What follows belongs to an exercise in optimizing a design on an open flow for small area, a short achievable clock period and few clock cycles per item; a production flow would make more cautious choices. In this exercise RTL edits were held to simulation tests only and were not proved equivalent to the original. Power and IR drop assume default switching activity.

## gated_pulse_count_accumulator
module gated_pulse_count_accumulator (
	input  logic                             clk,
	input  logic                             arst_n,
	input  logic                             sample_valid,
	output logic                             sample_ready,
	input  logic [48:0]                      sample,
	output logic                             result_valid,
	input  logic                             result_ready,
	output logic [193:0]                     result,
	input  logic                             cfg_we,
	input  logic [gpca_pkg::CFG_IDX_W-1:0]   cfg_index,
	input  logic [gpca_pkg::CFG_DATA_W-1:0]  cfg_wdata
);
export LEC_CHECK = 0
export CAP_MARGIN = 20
export CORE_MARGIN = 2
export CORE_UTILIZATION = 70
export CTS_BUF_LIST = sky130_fd_sc_hd__clkbuf_16
export CTS_CLUSTER_DIAMETER = 80
export CTS_CLUSTER_SIZE = 26
export PLACE_DENSITY = 0.85
export SLEW_MARGIN = 20
create_clock -name core_clock -period 11.0 [get_ports {clk}]
standard.sh (not shown) runs the stock make flow with config.mk's settings and CLKGATE_MAP_FILE= SYNTH_SCRIPT=/design/flow/synth_recipe.tcl, a recipe that flattens the netlist after the stock synthesis.
==> flow/flow/run.sh <==
#!/bin/bash
# Own layout flow: the standard layout (standard.sh, unchanged synthesis,
# floorplan, power grid, placement, CTS and routing) with two changes:
#  - ports are buffered with sky130_fd_sc_hd__buf_1 instead of the default
#    delay buffer;
#  - timing repair aims for extra setup slack (SETUP_SLACK_MARGIN).
# Each tool's full output stays in orfs/logs; make's output goes to standard.log.
set -euo pipefail
export BUFFER_PORTS_ARGS="-buffer_cell sky130_fd_sc_hd__buf_1"
export SETUP_SLACK_MARGIN=7.3
bash standard.sh > standard.log 2>&1
Testbench counts at the start, summed over its fixed seeds: cycles 24,128, items 24,000.
==> next run, changes <==
Settings changed: CORE_UTILIZATION 70 to 60, CTS_CLUSTER_SIZE 26 to 24, PLACE_DENSITY 0.85 to 0.75.
The changed run ran to the end with no violations.
Power rises slightly.
Worst setup slack improved by 140 ps.
Sequential share of layout area falls by 0.23 points.
Critical path depth falls by 6.
Non-clock buffer count rises by 3.
Global-route usage falls by 5.5 points.
Cell area rises slightly.
==> next run, changes <==
--- a/flow/flow/run.sh
+++ b/flow/flow/run.sh
@@ -9,3 +9,3 @@
 export BUFFER_PORTS_ARGS="-buffer_cell sky130_fd_sc_hd__buf_1"
-export SETUP_SLACK_MARGIN=7.3
+export SETUP_SLACK_MARGIN=7.0
 bash standard.sh > standard.log 2>&1
What happened:
- The new run completed without violations
- final area goes down by a few percent
- worst setup slack is worse by 170 ps
- wire length goes down by a few percent
- register-to-register slack gets worse by 130 ps
- synthesized cell count stays the same
- utilization goes down by 3.3 points
- clock skew came out higher by 3.6 ps
- critical path depth climbs by 2
- sequential power hardly moves

---

gated_pulse_count_accumulator, a different RTL version from the one above (not shown whole).
Size: ~1900 cells after synthesis, ~400 flip-flops, roughly 280 I/O pins, about 20000 um2 of cells after synthesis.
==> flow/config.mk <==
export PLATFORM = sky130hd
export DESIGN_NAME = gated_pulse_count_accumulator
export DESIGN_NICKNAME = gated_pulse_count_accumulator
export VERILOG_FILES = /design/flow/design.v
export SDC_FILE = /design/flow/constraint.sdc
export NUM_CORES = 4
export LEC_CHECK = 0
export CAP_MARGIN = 20
export CORE_MARGIN = 2
export CORE_UTILIZATION = 60
export CTS_BUF_LIST = sky130_fd_sc_hd__clkbuf_16
export CTS_CLUSTER_DIAMETER = 80
export CTS_CLUSTER_SIZE = 24
export PLACE_DENSITY = 0.75
export SLEW_MARGIN = 20
==> flow/constraint.sdc <==
create_clock -name core_clock -period 11.0 [get_ports {clk}]
set_input_delay 2.2000 -clock core_clock [delete_from_list [all_inputs] [get_ports {clk}]]
set_output_delay 2.2000 -clock core_clock [all_outputs]
set_load 0.01 [all_outputs]
==> flow/flow/run.sh <==
#!/bin/bash
# Own layout flow: the standard layout (standard.sh, unchanged synthesis,
# floorplan, power grid, placement, CTS and routing) with two changes:
#  - ports are buffered with sky130_fd_sc_hd__buf_1 instead of the default
#    delay buffer;
#  - timing repair aims for extra setup slack (SETUP_SLACK_MARGIN).
# Each tool's full output stays in orfs/logs; make's output goes to standard.log.
set -euo pipefail
export BUFFER_PORTS_ARGS="-buffer_cell sky130_fd_sc_hd__buf_1"
export SETUP_SLACK_MARGIN=6.9
bash standard.sh > standard.log 2>&1
Testbench counts at the start, summed over its fixed seeds: cycles 24,128, items 24,000.
Edit:
--- a/flow/flow/run.sh
+++ b/flow/flow/run.sh
@@ -8,4 +8,4 @@
 set -euo pipefail
 export BUFFER_PORTS_ARGS="-buffer_cell sky130_fd_sc_hd__buf_1"
-export SETUP_SLACK_MARGIN=6.9
+export SETUP_SLACK_MARGIN=7.2
 bash standard.sh > standard.log 2>&1
- CORE_UTILIZATION: 60 -> 40
- CTS_BUF_LIST: sky130_fd_sc_hd__clkbuf_16 -> sky130_fd_sc_hd__clkbuf_8
- CTS_CLUSTER_DIAMETER: 80 -> default
- PLACE_DENSITY: 0.75 -> 0.6
First-iteration DRC count drops by 20%.
Total power went up by 14%.
Clock power goes up by 74%.
Final cell count went up by 13%.
Final area went up by 7.2%.
Utilization fell by 20 points.
Clock skew increases by 0.012 ns.
Edit:
- CORE_UTILIZATION: 40 -> 60
- CTS_BUF_LIST: sky130_fd_sc_hd__clkbuf_8 -> sky130_fd_sc_hd__clkbuf_16
- CTS_CLUSTER_DIAMETER: default -> 80
- PLACE_DENSITY: 0.6 -> 0.75
Synthesized area is unchanged. Clock skew stays flat. Die area goes down by 33%. Cell area is lower by 3.8%.
Edit:
- CTS_BUF_LIST: sky130_fd_sc_hd__clkbuf_16 -> default
- CTS_CLUSTER_DIAMETER: 80 -> default
- CTS_CLUSTER_SIZE: 24 -> default
Result: Utilization grows by 2.6 points; routed wire length rises by 3.4%; power is higher by about 13%; flip-flop and latch count is unchanged; worst setup slack hardly moves; critical path depth is unchanged; combinational power is about the same; via count rose by about 1.8%; register-to-register slack gains 0.05 ns; clock-buffer cell count is higher by 31.

---

pepper:
gated_pulse_count_accumulator again, from the RTL that the note above started with.
Settings: LEC_CHECK=0, CAP_MARGIN=20, CORE_MARGIN=2, CORE_UTILIZATION=40, CTS_BUF_LIST=sky130_fd_sc_hd__clkbuf_8, PLACE_DENSITY=0.6, SLEW_MARGIN=20; clock period 11.0 ns.
==> flow/flow/run.sh <==
#!/bin/bash
# Own layout flow: the standard layout (standard.sh, unchanged synthesis,
# floorplan, power grid, placement, CTS and routing) with two changes:
#  - ports are buffered with sky130_fd_sc_hd__buf_2 instead of the default
#    delay buffer;
#  - timing repair aims for extra setup slack (SETUP_SLACK_MARGIN).
# Each tool's full output stays in orfs/logs; make's output goes to standard.log.
set -euo pipefail
export BUFFER_PORTS_ARGS="-buffer_cell sky130_fd_sc_hd__buf_2"
export SETUP_SLACK_MARGIN=7.2
bash standard.sh > standard.log 2>&1
Testbench counts of pepper, summed over its fixed seeds: cycles 24,128, items 24,000.
What cedar does differently from pepper at the input level:
Settings: CTS_CLUSTER_SIZE newly set to 32.
==> flow/flow/run.sh <==
#!/bin/bash
# Own layout flow: the standard layout (standard.sh, unchanged synthesis,
# floorplan, power grid, placement, CTS and routing) with two changes:
#  - ports are buffered with sky130_fd_sc_hd__buf_1 instead of the default
#    delay buffer;
#  - timing repair aims for extra setup slack (SETUP_SLACK_MARGIN).
# Each tool's full output stays in orfs/logs; make's output goes to standard.log.
set -euo pipefail
export BUFFER_PORTS_ARGS="-buffer_cell sky130_fd_sc_hd__buf_1"
export SETUP_SLACK_MARGIN=6.9
bash standard.sh > standard.log 2>&1
## What came out
Status: multi-input combinational cell count parity (cedar, pepper). From pepper to cedar the numbers moved as follows: minimum clock period up 0.086 ns; non-clock buffer total of the final layout down 6.6%; power per cell area down 0.35%; fraction of area in multi-input gates up 0.24 points. cedar has maximum vdd drop below what pepper had. cedar leaves less setup margin than pepper. Compared cedar vs pepper, and post-route clock period utilization is up in cedar.

==> static timing again, ports no longer ideal <==
In the flow no input, the clock included, has a driving cell. The finished layouts below were timed again as built, in two steps. Step 1 sets driving cells, clkbuf_16 on the clock port and buf_2 on the other inputs (assumed; they add their load-dependent delay and slew). Step 2 also shifts input and output timing later by t, the mid clock arrival at the registers, as if the neighbouring blocks saw the same clock. Three values: no drivers, after step 1, after step 2; two values: the first two.
run	t, ns	setup WS [ns]	worst register clock-pin slew, ns	worst slew at a driven data input, ns
the first run of note 1	0.583	7.106 / 7.106 / 6.711	0.11 / 0.11	0.07
the second run of note 1	0.596	7.249 / 7.251 / 6.660	0.10 / 0.10	0.09
the third run of note 1	0.587	7.078 / 7.103 / 6.516	0.10 / 0.10	0.05
the first run of note 2	0.581	6.950 / 6.981 / 6.399	0.10 / 0.10	0.06
the second run of note 2	0.678	7.018 / 7.018 / 6.340	0.06 / 0.06	0.08
the third run of note 2	0.595	6.987 / 6.987 / 6.393	0.10 / 0.10	0.07
the fourth run of note 2	0.601	6.985 / 6.986 / 6.385	0.06 / 0.06	0.08
pepper	0.675	7.067 / 7.078 / 6.403	0.06 / 0.06	0.07
cedar	0.687	6.980 / 6.986 / 6.299	0.07 / 0.07	0.10
After both steps setup and hold are still met in every run listed. The setup slack of cedar, which loses most, moves by +0.006 ns with the drivers and by -0.681 ns with both steps.
